What follows belongs to an exercise in optimizing a design on an open flow for a short achievable clock period and few clock cycles; a production flow would make more cautious choices.
Only simulation tests tie the RTL to the original design; equivalence was not proved.
Power and IR drop assume default switching activity.

<file path="flow/config.mk">
export PLATFORM = sky130hd
export DESIGN_NAME = cpu_top
export DESIGN_NICKNAME = cpu_top
export VERILOG_FILES = /design/flow/design.v
export SDC_FILE = /design/flow/constraint.sdc
export NUM_CORES = 4
export LEC_CHECK = 0
export CAP_MARGIN = 20
export CELL_PAD_IN_SITES_DETAIL_PLACEMENT = 2
export CELL_PAD_IN_SITES_GLOBAL_PLACEMENT = 2
export CORE_MARGIN = 2
export CORE_UTILIZATION = 30
export SLEW_MARGIN = 20
</file>
<file path="flow/constraint.sdc">
create_clock -name core_clock -period 11.0 [get_ports {clock}]
set_input_delay 2.2000 -clock core_clock [delete_from_list [all_inputs] [get_ports {clock}]]
set_output_delay 2.2000 -clock core_clock [all_outputs]
set_load 0.01 [all_outputs]
</file>
<file path="flow/design.v">
`timescale 1ns/100ps
package cpu_pkg;
    typedef logic [31:0] word_t;
    typedef logic [4:0]  reg_index_t;
    typedef enum logic [1:0] {
        SIZE_BYTE = 2'd0,
        SIZE_HALF = 2'd1,
        SIZE_WORD = 2'd2
    } mem_size_t;
    typedef enum logic [4:0] {
        OPC_LOAD   = 5'b00000,
        OPC_OP_IMM = 5'b00100,
        OPC_AUIPC  = 5'b00101,
        OPC_STORE  = 5'b01000,
        OPC_OP     = 5'b01100,
        OPC_LUI    = 5'b01101,
        OPC_BRANCH = 5'b11000,
        OPC_JALR   = 5'b11001,
        OPC_JAL    = 5'b11011
    } opcode_t;
    typedef struct packed {
        logic add;     
        logic slt;     
        logic xor_;
        logic or_;
        logic and_;
        logic sll;
        logic srl;     
        logic imm;     
        logic tgt;     
        logic link;    
    } result_sel_t;
    localparam word_t INSTR_BYTES = 32'd4;
endpackage
`timescale 1ns/100ps
module instruction_decoder (
    input  cpu_pkg::word_t       instruction,
    output logic                 is_load,
    output logic                 is_store,
    output logic                 is_branch,
    output logic                 is_jal,
    output logic                 is_jalr,
    output logic                 is_op,        
    output logic                 writes_rd,    
    output cpu_pkg::result_sel_t result_sel,
    output logic                 alu_sub,      
    output logic                 alu_signed,   
    output cpu_pkg::word_t       imm_addr,     
    output cpu_pkg::word_t       imm_pc,       
    output cpu_pkg::word_t       imm_alu       
);
    cpu_pkg::opcode_t opcode;
    logic [2:0]       funct3;
    logic             valid;
    logic             is_op_imm;
    logic             is_lui;
    logic             is_auipc;
    logic             is_alu;
    cpu_pkg::word_t   imm_i;
    cpu_pkg::word_t   imm_s;
    cpu_pkg::word_t   imm_b;
    cpu_pkg::word_t   imm_u;
    cpu_pkg::word_t   imm_j;
    assign opcode = cpu_pkg::opcode_t'(instruction[6:2]);
    assign funct3 = instruction[14:12];
    assign valid  = (instruction[1:0] == 2'b11);
    assign is_op_imm = valid && opcode == cpu_pkg::OPC_OP_IMM;
    assign is_op     = valid && opcode == cpu_pkg::OPC_OP;
    assign is_lui    = valid && opcode == cpu_pkg::OPC_LUI;
    assign is_auipc  = valid && opcode == cpu_pkg::OPC_AUIPC;
    assign is_jal    = valid && opcode == cpu_pkg::OPC_JAL;
    assign is_jalr   = valid && opcode == cpu_pkg::OPC_JALR;
    assign is_branch = valid && opcode == cpu_pkg::OPC_BRANCH && funct3[2:1] != 2'b01;
    assign is_load   = valid && opcode == cpu_pkg::OPC_LOAD && funct3[1:0] != 2'b11
                       && funct3 != 3'b110;
    assign is_store  = valid && opcode == cpu_pkg::OPC_STORE && !funct3[2] && funct3[1:0] != 2'b11;
    assign is_alu    = is_op || is_op_imm;
    assign writes_rd = is_alu || is_lui || is_auipc || is_jal || is_jalr;
    assign result_sel.add  = is_alu && funct3 == 3'b000;
    assign result_sel.slt  = is_alu && funct3[2:1] == 2'b01;
    assign result_sel.xor_ = is_alu && funct3 == 3'b100;
    assign result_sel.or_  = is_alu && funct3 == 3'b110;
    assign result_sel.and_ = is_alu && funct3 == 3'b111;
    assign result_sel.sll  = is_alu && funct3 == 3'b001;
    assign result_sel.srl  = is_alu && funct3 == 3'b101;
    assign result_sel.imm  = is_lui;
    assign result_sel.tgt  = is_auipc;
    assign result_sel.link = is_jal || is_jalr;
    assign alu_sub    = is_op && instruction[30];
    assign alu_signed = funct3[2] ? instruction[30] : !funct3[0];
    assign imm_i = {{20{instruction[31]}}, instruction[31:20]};
    assign imm_s = {{20{instruction[31]}}, instruction[31:25], instruction[11:7]};
    assign imm_b = {{20{instruction[31]}}, instruction[7], instruction[30:25],
                    instruction[11:8], 1'b0};
    assign imm_u = {instruction[31:12], 12'b0};
    assign imm_j = {{12{instruction[31]}}, instruction[19:12], instruction[20],
                    instruction[30:21], 1'b0};
    assign imm_addr = (instruction[5] && !instruction[6]) ? imm_s : imm_i;  
    assign imm_pc   = instruction[6] ? (instruction[3] ? imm_j : imm_b) : imm_u;
    assign imm_alu  = instruction[5] ? imm_u : imm_i;            
endmodule
`timescale 1ns/100ps
module register_file (
    input  logic                clock,
    input  logic                reset,
    input  cpu_pkg::reg_index_t rs1,
    input  cpu_pkg::reg_index_t rs2,
    output cpu_pkg::word_t      rs1_data,
    output cpu_pkg::word_t      rs2_data,
    input  logic                write_enable,
    input  cpu_pkg::reg_index_t rd,
    input  cpu_pkg::word_t      rd_data
);
    cpu_pkg::word_t registers [1:31];  
    assign rs1_data = (rs1 == '0) ? '0 : registers[rs1];
    assign rs2_data = (rs2 == '0) ? '0 : registers[rs2];
    always_ff @(posedge clock or posedge reset) begin
        if (reset) begin
            for (int i = 1; i < 32; i++) begin
                registers[i] <= '0;
            end
        end else if (write_enable && rd != '0) begin
            registers[rd] <= rd_data;
        end
    end
endmodule
`timescale 1ns/100ps
module alu (
    input  cpu_pkg::result_sel_t sel,
    input  logic                 sub,
    input  logic                 signed_op,
    input  cpu_pkg::word_t       operand_a,
    input  cpu_pkg::word_t       operand_b,
    input  cpu_pkg::word_t       target,     
    input  cpu_pkg::word_t       link,       
    output cpu_pkg::word_t       result
);
    cpu_pkg::word_t sum;
    logic           less;
    logic [4:0]     shamt;
    cpu_pkg::word_t shl;
    cpu_pkg::word_t shr;
    assign shamt = operand_b[4:0];
    assign sum   = sub ? operand_a - operand_b : operand_a + operand_b;
    assign less  = signed_op ? ($signed(operand_a) < $signed(operand_b)) : (operand_a < operand_b);
    assign shl   = operand_a << shamt;
    assign shr   = $unsigned($signed({signed_op & operand_a[31], operand_a}) >>> shamt);
    assign result = ({32{sel.add}}  & sum)
                  | ({32{sel.slt}}  & {31'b0, less})
                  | ({32{sel.xor_}} & (operand_a ^ operand_b))
                  | ({32{sel.or_}}  & (operand_a | operand_b))
                  | ({32{sel.and_}} & (operand_a & operand_b))
                  | ({32{sel.sll}}  & shl)
                  | ({32{sel.srl}}  & shr)
                  | ({32{sel.imm}}  & operand_b)
                  | ({32{sel.tgt}}  & target)
                  | ({32{sel.link}} & link);
endmodule
`timescale 1ns/100ps
module memory_port (
    input  logic               reset,
    input  logic               memory_ready,
    output logic               memory_enable,
    input  cpu_pkg::word_t     memory_data_in,
    input  logic [2:0]         load_funct3,
    output cpu_pkg::word_t     load_data,
    input  cpu_pkg::word_t     store_value,
    input  logic [1:0]         store_size,
    output cpu_pkg::word_t     memory_data_out
);
    assign memory_enable = !(memory_ready || reset);
    always_comb begin
        case (load_funct3[1:0])
            2'b00:   load_data = {{24{!load_funct3[2] && memory_data_in[7]}}, memory_data_in[7:0]};
            2'b01:   load_data = {{16{!load_funct3[2] && memory_data_in[15]}}, memory_data_in[15:0]};
            default: load_data = memory_data_in;
        endcase
    end
    always_comb begin
        case (store_size)
            cpu_pkg::SIZE_BYTE: memory_data_out = {24'b0, store_value[7:0]};
            cpu_pkg::SIZE_HALF: memory_data_out = {16'b0, store_value[15:0]};
            default:            memory_data_out = store_value;
        endcase
    end
endmodule
`timescale 1ns/100ps
module control_unit #(
    parameter cpu_pkg::word_t RESET_ADDRESS = 32'h0
) (
    input  logic                clock,
    input  logic                reset,
    input  logic                memory_ready,
    input  cpu_pkg::word_t      memory_data_in,
    output cpu_pkg::word_t      memory_address,
    output cpu_pkg::mem_size_t  memory_data_size,
    output logic                memory_operation,
    output cpu_pkg::word_t      store_value,
    output logic [2:0]          load_funct3,
    input  cpu_pkg::word_t      load_data,
    output cpu_pkg::reg_index_t rs1,
    output cpu_pkg::reg_index_t rs2,
    input  cpu_pkg::word_t      rs1_data,
    input  cpu_pkg::word_t      rs2_data,
    output logic                write_enable,
    output cpu_pkg::reg_index_t rd,
    output cpu_pkg::word_t      rd_data,
    output cpu_pkg::word_t      instruction,
    input  logic                is_load,
    input  logic                is_store,
    input  logic                is_branch,
    input  logic                is_jal,
    input  logic                is_jalr,
    input  logic                is_op,
    input  logic                writes_rd,
    input  cpu_pkg::result_sel_t result_sel,
    input  logic                alu_sub,
    input  logic                alu_signed,
    input  cpu_pkg::word_t      imm_addr,
    input  cpu_pkg::word_t      imm_pc,
    input  cpu_pkg::word_t      imm_alu,
    output cpu_pkg::result_sel_t ex_sel,
    output logic                ex_sub,
    output logic                ex_signed,
    output cpu_pkg::word_t      ex_a,
    output cpu_pkg::word_t      ex_b,
    output cpu_pkg::word_t      ex_target,
    output cpu_pkg::word_t      ex_link,
    input  cpu_pkg::word_t      ex_result
);
    typedef enum logic [2:0] {
        FETCH_REQ, FETCH_WAIT, EXECUTE, DATA_REQ, DATA_WAIT
    } state_t;
    state_t          state;
    cpu_pkg::word_t  addr_q;       
    cpu_pkg::word_t  eff_q;        
    logic            mem_q;        
    logic            load_q;
    logic            jalr_q;
    logic            redirect_q;   
    logic            wr_q;         
    cpu_pkg::reg_index_t rd_q;
    logic [2:0]      funct3_q;
    logic            op_q;         
    cpu_pkg::mem_size_t size_q;    
    logic            fetched;
    logic            equal;
    logic            less;
    logic            taken;
    cpu_pkg::word_t  exec_address;
    assign instruction = memory_data_in;
    assign rs1         = memory_data_in[19:15];
    assign rs2         = memory_data_in[24:20];
    assign fetched     = (state == FETCH_WAIT) && memory_ready;
    assign equal = (rs1_data == rs2_data);
    assign less  = memory_data_in[13] ? (rs1_data < rs2_data)
                                      : ($signed(rs1_data) < $signed(rs2_data));
    always_comb begin
        case (memory_data_in[14:12])
            3'b000:  taken = equal;
            3'b001:  taken = !equal;
            3'b100,
            3'b110:  taken = less;
            3'b101,
            3'b111:  taken = !less;
            default: taken = 1'b0;
        endcase
    end
    always_comb begin
        if (mem_q || jalr_q)  exec_address = {eff_q[31:1], eff_q[0] && mem_q};
        else if (redirect_q)  exec_address = ex_target;
        else                  exec_address = ex_link;
    end
    assign memory_address   = (state == EXECUTE) ? exec_address : addr_q;
    assign memory_data_size = size_q;
    assign memory_operation = op_q;
    assign store_value      = ex_b;
    assign load_funct3      = funct3_q;
    assign rd           = rd_q;
    assign write_enable = ((state == EXECUTE) && wr_q) ||
                          ((state == DATA_WAIT) && memory_ready && load_q);
    assign rd_data      = (state == DATA_WAIT) ? load_data : ex_result;
    always_ff @(posedge clock or posedge reset) begin
        if (reset) begin
            state  <= FETCH_REQ;
            addr_q <= RESET_ADDRESS;
            size_q <= cpu_pkg::SIZE_WORD;
            op_q   <= 1'b0;
            mem_q  <= 1'b0;
            load_q <= 1'b0;
            wr_q   <= 1'b0;
        end else begin
            case (state)
                FETCH_REQ: if (!memory_ready) state <= FETCH_WAIT;
                FETCH_WAIT: begin
                    if (memory_ready) begin
                        state  <= EXECUTE;
                        mem_q  <= is_load || is_store;
                        load_q <= is_load;
                        wr_q   <= writes_rd;
                        op_q   <= is_store;
                        size_q <= (is_load || is_store) ? cpu_pkg::mem_size_t'(memory_data_in[13:12])
                                                        : cpu_pkg::SIZE_WORD;
                    end
                end
                EXECUTE: begin
                    addr_q <= exec_address;
                    if (mem_q) state <= memory_ready ? DATA_REQ : DATA_WAIT;
                    else       state <= memory_ready ? FETCH_REQ : FETCH_WAIT;
                end
                DATA_REQ: if (!memory_ready) state <= DATA_WAIT;
                default: begin  
                    if (memory_ready) begin
                        state  <= FETCH_REQ;
                        addr_q <= ex_link;
                        size_q <= cpu_pkg::SIZE_WORD;
                        op_q   <= 1'b0;
                    end
                end
            endcase
        end
    end
    always_ff @(posedge clock) begin
        if (fetched) begin
            eff_q      <= rs1_data + imm_addr;
            jalr_q     <= is_jalr;
            redirect_q <= is_jal || is_jalr || (is_branch && taken);
            rd_q       <= memory_data_in[11:7];
            funct3_q   <= memory_data_in[14:12];
            ex_sel     <= result_sel;
            ex_sub     <= alu_sub;
            ex_signed  <= alu_signed;
            ex_a       <= rs1_data;
            ex_b       <= (is_op || is_store) ? rs2_data : imm_alu;
            ex_target  <= addr_q + imm_pc;
            ex_link    <= addr_q + cpu_pkg::INSTR_BYTES;
        end
    end
endmodule
`timescale 1ns/100ps
module cpu_top #(
    parameter cpu_pkg::word_t RESET_ADDRESS = 32'h0
) (
    input  logic               clock,
    input  logic               reset,
    output cpu_pkg::word_t     memory_address,
    input  cpu_pkg::word_t     memory_data_in,
    output cpu_pkg::word_t     memory_data_out,
    output cpu_pkg::mem_size_t memory_data_size,
    output logic               memory_enable,
    output logic               memory_operation,  
    input  logic               memory_ready
);
    cpu_pkg::word_t       instruction;
    logic                 is_load;
    logic                 is_store;
    logic                 is_branch;
    logic                 is_jal;
    logic                 is_jalr;
    logic                 is_op;
    logic                 writes_rd;
    cpu_pkg::result_sel_t result_sel;
    logic                 alu_sub;
    logic                 alu_signed;
    cpu_pkg::word_t       imm_addr;
    cpu_pkg::word_t       imm_pc;
    cpu_pkg::word_t       imm_alu;
    cpu_pkg::reg_index_t  rs1;
    cpu_pkg::reg_index_t  rs2;
    cpu_pkg::word_t       rs1_data;
    cpu_pkg::word_t       rs2_data;
    logic                 write_enable;
    cpu_pkg::reg_index_t  rd;
    cpu_pkg::word_t       rd_data;
    cpu_pkg::result_sel_t ex_sel;
    logic                 ex_sub;
    logic                 ex_signed;
    cpu_pkg::word_t       ex_a;
    cpu_pkg::word_t       ex_b;
    cpu_pkg::word_t       ex_target;
    cpu_pkg::word_t       ex_link;
    cpu_pkg::word_t       ex_result;
    cpu_pkg::word_t       store_value;
    logic [2:0]           load_funct3;
    cpu_pkg::word_t       load_data;
    control_unit #(.RESET_ADDRESS(RESET_ADDRESS)) u_control_unit (
        .clock, .reset, .memory_ready, .memory_data_in, .memory_address, .memory_data_size,
        .memory_operation, .store_value, .load_funct3, .load_data,
        .rs1, .rs2, .rs1_data, .rs2_data, .write_enable, .rd, .rd_data,
        .instruction, .is_load, .is_store, .is_branch, .is_jal, .is_jalr, .is_op, .writes_rd,
        .result_sel, .alu_sub, .alu_signed, .imm_addr, .imm_pc, .imm_alu,
        .ex_sel, .ex_sub, .ex_signed, .ex_a, .ex_b, .ex_target, .ex_link, .ex_result
    );
    instruction_decoder u_instruction_decoder (
        .instruction, .is_load, .is_store, .is_branch, .is_jal, .is_jalr, .is_op, .writes_rd,
        .result_sel, .alu_sub, .alu_signed, .imm_addr, .imm_pc, .imm_alu
    );
    register_file u_register_file (
        .clock, .reset, .rs1, .rs2, .rs1_data, .rs2_data, .write_enable, .rd, .rd_data
    );
    alu u_alu (
        .sel(ex_sel), .sub(ex_sub), .signed_op(ex_signed), .operand_a(ex_a), .operand_b(ex_b),
        .target(ex_target), .link(ex_link), .result(ex_result)
    );
    memory_port u_memory_port (
        .reset, .memory_ready, .memory_enable, .memory_data_in, .load_funct3, .load_data,
        .store_value, .store_size(memory_data_size), .memory_data_out
    );
endmodule
</file>
<file path="flow/run.sh">
#!/bin/bash
# synth_recipe.tcl (not shown) runs the flow's synth.tcl, then flattens the netlist and writes it again
# the make line also repeats each setting of config.mk as NAME=value (left out here)
make -C /OpenROAD-flow-scripts/flow DESIGN_CONFIG=/design/flow/config.mk WORK_HOME=/design/flow/orfs CLKGATE_MAP_FILE= SYNTH_SCRIPT=/design/flow/synth_recipe.tcl finish
</file>
==> summary.txt, run 1 <==
Outcome
  • Status: timing/DRC/antenna clean

Synth
  • Distinct cell type count after synthesis: 94
  • Dominant cells by area after synthesis: dfrtp_1 37%, mux2_2 8.0%, edfxtp_1 7.7%
  • FF+latch count, synth: 1214
  • Synth async-reset ratio: 0.8509
  • Sequential area share after synthesis: 0.4432
  • Cell Area, Synth: 70590 um2
  • Top cell type's share of synthesized area: 0.3658
  • Commonest cells post-synth: 1032 x dfrtp_1, 919 x nand2_1, 556 x clkbuf_1
  • Synthesized Nets: 7490
  • Post-synthesis simple-gate area fraction: 0.1176
  • Cells after Synth: 7260
  • Post-synth top flop: dfrtp_1
  • Top-count cell post-synth: dfrtp_1
  • Area leader, netlist: dfrtp_1
  • Yosys warning count: 4
  • Post-synthesis area per instance: between 9 and 10 um2
  • Main combinational cell family by area after synthesis: compound AO/OA/AOI/OAI gates
  • Xor/xnor cell area share of the yosys netlist: 0.01253
  • Synth Area in Adders: 0.03513
  • EDFF count, synth: about 180
  • Compound-Gate Fraction of Synth Area: 0.2400
  • Multiplexer area fraction after synthesis: 0.1052

Timing
  • Fmax: 116.5 MHz
  • Relative slew slack: 0.06774
  • Final Setup Violations: 0
  • Worst Skew: between 60 and 70 ps
  • RSZ-0062 raised after global routing: false
  • Final Critical Period: ~8600 ps
  • Final period utilization: 0.7801
  • Pins Over Slew Limit: 0
  • Sum Neg Setup Slack: 0 ps
  • Final hold vios: 0
  • Hold_ws: slightly above 500 ps
  • Worst Tran Pin Value: 1387 ps
  • Setup slack after layout: 2419 ps

Pwr
  • Total power draw: 18.03 mW
  • Cell Pwr Density: 221.4 nW/um2
  • Lkg Pwr: 34.98 nW
  • Maximum VDD drop: 0.0002201 V

Clock tree
  • Clock transition at path regs: 60 ps
  • CTS buffer count: 149
  • H-Tree Level Count: 4
  • CTS sink cnt: between 1000 and 1500
  • Hold Buf Count CTS: 0
  • # resized after CTS: 0
  • Root Driver: clkbuf_16
  • CTS tree: built
  • Clock Path Buffers: 3
  • Post-CTS setup buffers: 0
  • Clock latency on the worst-skew pair: 880 ps

Detailed routing
  • Post-route ant nets: 0
  • DRC: 0
  • DR WL/cell: around 43 um
  • Vias per cell: 6.627
  • 1st-iter DRT viols: a little over 9000
  • Initial DRT Pass Iterations: 10
  • Total Wirelength: 443500 um
  • DR vias: 69040

GRT
  • First-pass GRT wire length: 607400 um
  • Vias in the first global route: 70800
  • Antenna violations before repair: 22
  • Total grt overflow: 0
  • Largest net degree at the start of global routing: 169
  • GRT Total Usage: 0.3645

Floorplanning
  • Cell Rows: roughly 180
  • Total I/O pin count: 103
  • Placeable Area: approximately 230000 um2
  • Initial core utilization: 0.3010
  • Die ar.: 239200 um2
  • Die span in y: 489.1 um
  • Die X-Extent: approximately 490 um

Setup path
  • FF-to-FF End: u_register_file.registers[18][0]
  • Worst path slowest cell: nor2_4
  • Crit-path cells: clkdlybuf4s50_1 > nor2b_1 > nand2b_1 > nor2_4 > buf_4 > a22o_1 > a221oi_1 > nand3_1 > nor2_1 > a22oi_1 > buf_4 > ha_1 > a21oi_1 > nor2_1 > a21o_1 > nor4_4 > o31ai_4 > a41oi_2 > nor3_1 > or4_1 > a21oi_1 > xnor2_1
  • Critical Path AT: a little over 9000 ps
  • CP startpoint: memory_data_in[17]
  • Flop-to-flop setup slack: 5530 ps
  • Required time worst endpoint: between 10000 and 15000 ps
  • Slowest stage delay, CP: 880 ps
  • Reg2Reg Depth: 14
  • Crit Path Max Fanout: 13
  • Crit end category: register
  • FF-to-FF Start: u_control_unit.ex_a[11]
  • CP Class: in -> reg
  • Kind of start point of the critical path: primary input

Finish
  • Area growth syn-to-layout: 15.35%
  • Footprint of the multi-input gates: around 37000 um2
  • Final core utilization: 0.3472
  • NumNets Final: between 7000 and 8000
  • Fill count: roughly 25000
  • FF/Latch Area: 31290 um2
  • Share of cells above drive strength 1: 0.1727

Placed design
  • GP Congestion: between 0.9 and 1
  • DP Wirelength: 300900 um
  • Number of I/O port buffers: 102
  • Dpl ws: approximately 1800 ps

Min path
  • Hold Crit Start: u_control_unit.op_q
  • Hold WC Path Type: reg -> reg
  • WHS Endpoint: u_control_unit.op_q
  • Hold path cells: 1

Job
  • Max_cap viols: 0
## area by class of cell
cell class | instances | area share
timing repair buffer | 399 | 0.04236
antenna | 7 | 0.0002151
inverter | 166 | 0.007698
multi-input combinational | 5209 | 0.4552
clock buffer | 207 | 0.05281
tap | 3150 | 0.04840
clock inverter | 66 | 0.009127
sequential | 1214 | 0.3842
## metal layers
layer	wire [um]	track usage	vias to the layer above
met5	408	0.004428	-
met4	37380	0.2551	18
met3	37780	0.08632	1500
met2	193700	0.5558	4140
met1	174200	0.4535	36230
li1	-	-	27150
## flip-flops by register name, summed over array words and instances, names as in the netlist
name                       cells
u_control_unit.redirect_q      1
u_control_unit.eff_q          32
u_control_unit.ex_b           32
u_control_unit.op_q            1
u_control_unit.load_q          1
u_control_unit.ex_link        32
u_control_unit.ex_signed       1
u_control_unit.state           3
u_control_unit.mem_q           1
u_control_unit.size_q          2
u_control_unit.rd_q            5
u_control_unit.ex_sub          1
u_control_unit.ex_a           32
u_control_unit.funct3_q        3
u_control_unit.jalr_q          1
u_control_unit.ex_target      31
u_control_unit.ex_sel         10
u_control_unit.wr_q            1
u_control_unit.addr_q         32
u_register_file.registers    992
## logic make-up after synthesis
kind of cell    after synthesis
flops                      1214
fa+ha+maj                   196
compound gates             2403
simple gates               1874
xor+xnor                    101
mux                         635
buf+inv                     837
## worst max path at each step
stage | end | cells past startpoint
global placement | u_control_unit.eff_q[27] | 22
finish | u_control_unit.eff_q[27] | 22
floorplan | u_control_unit.addr_q[0] | 1
CTS | u_control_unit.eff_q[27] | 22
detailed placement | u_control_unit.eff_q[27] | 22
global route | u_control_unit.eff_q[27] | 22
## power breakdown
group          internal [mW]  switching, mW  total, mW
Sequential              5.80           1.67       7.47
Clock                   2.97           2.20       5.18
Combinational           1.92           3.47       5.39
## worst max-delay path, delay by kind of cell
kind,cells,cell delay [ps]
AO/OA/AOI/OAI,8,2090
AND/OR/NAND/NOR,9,2920
adder cells (fa/ha/maj),1,240
XOR/XNOR,1,90
buffers and inverters,3,1580
## cell usage in the layout (no fill, tap or decap), types with 63 or more instances in the layout
| cell | instances |
|---|---|
| a21oi_1 | 305 |
| a221oi_1 | 304 |
| o21ai_0 | 524 |
| xnor2_1 | 72 |
| nand2_1 | 896 |
| a21o_1 | 74 |
| inv_1 | 158 |
| nand3_1 | 141 |
| edfxtp_1 | 181 |
| mux2i_1 | 97 |
| clkbuf_16 | 152 |
| o31ai_1 | 220 |
| nor3_1 | 77 |
| buf_4 | 281 |
| nor2_1 | 314 |
| dfrtp_1 | 1032 |
| a222oi_1 | 63 |
| a22o_1 | 244 |
| a22oi_1 | 345 |
| clkdlybuf4s50_1 | 100 |
| nand4_1 | 148 |
| ha_1 | 191 |
| mux2_2 | 503 |
## metrics by stage
stage          instance area (um2)  cells
2_1_floorplan                70610   7260
3_3_place_gp                 76220  10130
3_5_place_dp                 76290  10140
4_1_cts                      81340  10410
5_1_grt                      81410  10410
6_report                     81430  10420
Testbench counts, summed over its fixed seeds: cycles 30,252.
==> run 2, diff against run 1 <==
--- a/flow/config.mk
+++ b/flow/config.mk
@@ -7,2 +7,3 @@
 export LEC_CHECK = 0
+export ABC_CLOCK_PERIOD_IN_PS = 4000
 export CAP_MARGIN = 20
@@ -12,2 +13,3 @@
 export CORE_UTILIZATION = 30
+export SETUP_SLACK_MARGIN = 5
 export SLEW_MARGIN = 20
==> summary.txt, run 2 <==
Clock tree
  • Clock latency on the worst-skew pair: 860 ps (-20 ps)
  • Clock transition at path regs: 60 ps (about the same)
  • Hold Buf Count CTS: 0 (unchanged)
  • Clock Path Buffers: 3 (unchanged)
  • CTS buffer count: 153 (+2.7%)
  • CTS tree: built
  • H-Tree Level Count: 4 (unchanged)
  • CTS sink cnt: 1214 (unchanged)
  • Root Driver: clkbuf_16

Detailed routing
  • 1st-iter DRT viols: 9481 (+2.9%)
  • Post-route ant nets: 0 (unchanged)
  • DR WL/cell: 43.25 um (+1.6%)
  • Total Wirelength: 459300 um (+3.6%)
  • Vias per cell: 6.593 (-0.50%)
  • DR vias: 70020 (+1.4%)
  • Initial DRT Pass Iterations: 7 (-3)
  • DRC: 0 (unchanged)

GRT
  • GRT Total Usage: 0.3727 (+0.008257)
  • Vias in the first global route: 70990 (+0.26%)
  • Largest net degree at the start of global routing: 166 (-1.8%)
  • First-pass GRT wire length: 618000 um (+1.7%)
  • Total grt overflow: 0 (unchanged)
  • Antenna violations before repair: 25 (+14%)

Timing
  • Final period utilization: 0.5592 (-0.2209)
  • Relative slew slack: 0.1409 (+0.07313)
  • Final hold vios: 0 (unchanged)
  • Final Setup Violations: 0 (unchanged)
  • Worst Tran Pin Value: 1275 ps (-111.3 ps)
  • Pins Over Slew Limit: 0 (unchanged)
  • Worst Skew: 61.10 ps (-5.687 ps)
  • RSZ-0062 raised after global routing: true
  • Fmax: 162.6 MHz (+40%)
  • Final Critical Period: 6151 ps (-2430 ps)

Finish
  • Most flop-heavy register: u_register_file.registers
  • Leading cell types in the layout, fill and taps excluded: 1032 x dfrtp_1, 889 x nand2_1, 515 x o21ai_0
  • Area growth syn-to-layout: 20.74%
  • Footprint of the multi-input gates: 38290 um2 (+3.3%)
  • NumNets Final: 7567 (+2.7%)
  • Max reg flops: 992 (unchanged)
  • Commonest non-fill, non-tap cell in the layout: dfrtp_1
  • Finished Layout Cells: 10620 (+1.9%)
  • Final instance area: 85230 um2 (+4.7%)
  • Share of cells above drive strength 1: 0.2142 (+0.04153)
  • Fill count: 24940 (-1.5%)
  • FF/Latch Area: 31290 um2 (unchanged)
  • Final core utilization: 0.3634 (+0.01622)

Pwr
  • Maximum VDD drop: 0.0002090 V (-5.1%)
  • Total power draw: 18.42 mW (+2.2%)
  • Part of the power in combinational logic: 0.306 (+0.007)
  • Cell Pwr Density: 216.1 nW/um2 (-2.4%)
  • Cell-internal power: 11.01 mW (+3.0%)
  • Lkg Pwr: 36.67 nW (+4.8%)
  • Sequential share of power: 0.405 (-0.009)
  • Clock Power Share: 0.289 (+0.002)
  • Psw: 7.406 mW (+0.91%)
  • Sw frac: 0.4021 (-0.004944)

Placed design
  • Placed insts: 10120 (-0.13%)
  • GP Congestion: 0.9505 (-0.96%)
  • DP Area: 76250 um2 (about the same)
  • Number of I/O port buffers: 102 (unchanged)
  • DP Wirelength: 301300 um (+0.14%)

Setup path
  • Worst path slowest cell: a21oi_2
  • Kind of start point of the critical path: primary input
  • CP Class: in -> reg
  • CP bufs+invs: 3 (unchanged)
  • Crit end category: register
  • Slowest stage delay, CP: 540 ps (-340 ps)
  • Crit Path Max Fanout: 33 (+20)
  • Delay-heaviest family, CP: simple AND/OR/NAND/NOR gates
  • Crit-path cells: buf_6 > buf_4 > nor4_2 > buf_12 > a21oi_1 > nand4_1 > nor2_1 > a21oi_2 > ha_1 > nand4_1 > nor2_2 > and3_4 > nand4_1 > nor3_4 > xnor2_1 > a31oi_1 > o21ai_1
  • Most used cell, CP: nand4_1
  • Required time worst endpoint: 11580 ps (about the same)
  • Critical Path AT: 6730 ps (-2430 ps)

Floorplanning
  • Total I/O pin count: 103 (unchanged)
  • Die X-Extent: 489.1 um (unchanged)
  • Cell Rows: 178 (unchanged)
  • Initial core utilization: 0.3010 (unchanged)
  • Die span in y: 489.1 um (unchanged)
  • Placeable Area: 234500 um2 (unchanged)
  • Die ar.: 239200 um2 (unchanged)

Synth
  • FF+latch count, synth: 1214 (unchanged)
  • Dominant cells by area after synthesis: dfrtp_1 37%, mux2_2 8.0%, edfxtp_1 7.7%
  • Top-count cell post-synth: dfrtp_1
  • Commonest cells post-synth: 1032 x dfrtp_1, 919 x nand2_1, 556 x clkbuf_1
  • EDFF count, synth: 181 (unchanged)
  • Cell Area, Synth: 70590 um2 (unchanged)
  • Top cell type's share of synthesized area: 0.3658 (unchanged)
  • Synth async-reset ratio: 0.8509 (unchanged)
  • Area leader, netlist: dfrtp_1
  • Yosys warning count: 4 (unchanged)
  • Distinct cell type count after synthesis: 94 (unchanged)
  • Post-synth top flop: dfrtp_1
  • Post-synthesis area per instance: 9.723 um2 (unchanged)
  • Synthesized Nets: 7490 (unchanged)
  • Sequential area share after synthesis: 0.4432 (unchanged)
  • Cells after Synth: 7260 (unchanged)

Job
  • Max_cap viols: 0 (unchanged)

Min path
  • Hold WC Path Type: reg -> reg

Outcome
  • Status: timing/DRC/antenna clean
## run 2: cell types whose count changed in the layout (fill, tap and decap cells not counted), sizes merged, moves of 3 or more
| cell | change |
|---|---|
| clkbuf | +22 |
| bufinv | +4 |
| clkdlybuf4s50 | -9 |
| inv | -11 |
| buf | +192 |
| diode | +4 |
| clkinvlp | +3 |
| clkinv | -8 |
## run 2: through the flow
stage	setup TNS, ps	setup slack [ps]	hold slack, ps
4_1_cts	0	4782	480.3
6_report	0	4849	479.0
2_1_floorplan	-5614410	-5439	447.0
5_1_grt	0	4831	500.4
3_5_place_dp	0	2094	474.5
3_3_place_gp	0	2131	456.8
## run 2: power groups by stage
stage / logic, mW / registers, mW / clock network (mW)
after floorplan: 3.28 / 6.56 / 0
after CTS: 5.41 / 7.34 / 5.39
after global placement: 5.11 / 7.38 / 0
final: 5.64 / 7.45 / 5.33
after global routing: 6.04 / 7.49 / 5.55
after detailed placement: 5.27 / 7.40 / 0
## run 2: final cells by class
cell class / instances / area share
Antenna cell: 11 / 0.0003230
Clock buffer: 223 / 0.05292
Clock inverter: 54 / 0.008103
Inverter: 166 / 0.007369
Multi-Input combinational cell: 5210 / 0.4492
Sequential cell: 1214 / 0.3671
Tap cell: 3150 / 0.04624
Timing Repair Buffer: 592 / 0.06876
## run 2: final timing paths
check	start	endpoint	slack [ps]	cells past startpoint
max	memory_data_in[18]	u_control_unit.redirect_q	4850	17
min	u_control_unit.addr_q[0]	u_control_unit.ex_link[0]	480	0
max reg2reg	u_control_unit.ex_b[0]	u_register_file.registers[13][17]	5530	14
min reg2reg	u_control_unit.addr_q[0]	u_control_unit.ex_link[0]	480	0
max in group asynchronous	reset	u_register_file.registers[2][10]	6780	4
min in group asynchronous	reset	u_control_unit.addr_q[10]	1910	2
## run 2: repair_timing
| action | CTS | global route |
|---|---|---|
| pin swaps | 80 | 106 |
| endpoints found under the setup margin | 63 | 37 |
| buffers inserted | 138 | 64 |
| cloned | 1 | 6 |
| gates resized for setup | 226 | 168 |
## run 2: kinds of logic after synthesis
kind of cell / Yosys count / synth area share
xor+xnor: 101 / 0.01253
simple gates: 1874 / 0.1176
mux: 635 / 0.1052
flops: 1214 / 0.4432
buf+inv: 837 / 0.04644
fa+ha+maj: 196 / 0.03513
compound gates: 2403 / 0.2400
## run 2: layer usage
layer | share of wire | routed length [um] | global-route usage | vias up
met5 | 0.00059 | 269 | 0.002013 | -
met4 | 0.081 | 37320 | 0.2602 | 12
met1 | 0.39 | 179900 | 0.4663 | 36750
met2 | 0.44 | 200000 | 0.5619 | 4267
li1 | - | - | - | 27560
met3 | 0.091 | 41870 | 0.09374 | 1430

[afterwards: timing with drivers on the ports]
The results above use ideal ports. As a check the final layouts listed here were re-extracted and re-timed, cells and wires unchanged. Step 1 sets driving cells, clkbuf_16 on the clock port and buf_2 on the other inputs (assumed; they add their load-dependent delay and slew). Step 2 adds t to the input delays and takes it off the output delays; t is the mean of the earliest and latest rising clock arrival at the registers after step 1. Input paths then give back, and output paths get back, about the clock's delay inside the block. Slacks: no drivers / after step 1 / after step 2; pairs: no drivers / after step 1.
run	shift t [ns]	setup WS [ns]	hold slack, ns	slew at the worst register clock pin (ns)
run 1	0.939	2.419 / 2.489 / 1.550	0.517 / 0.517 / 0.517	0.10 / 0.10
run 2	0.918	4.849 / 4.908 / 3.990	0.479 / 0.479 / 0.479	0.07 / 0.07
After both steps setup and hold are still met in every run listed. For run 1, which loses most, drivers alone change the setup slack by +0.070 ns; drivers and shift together by -0.869 ns.
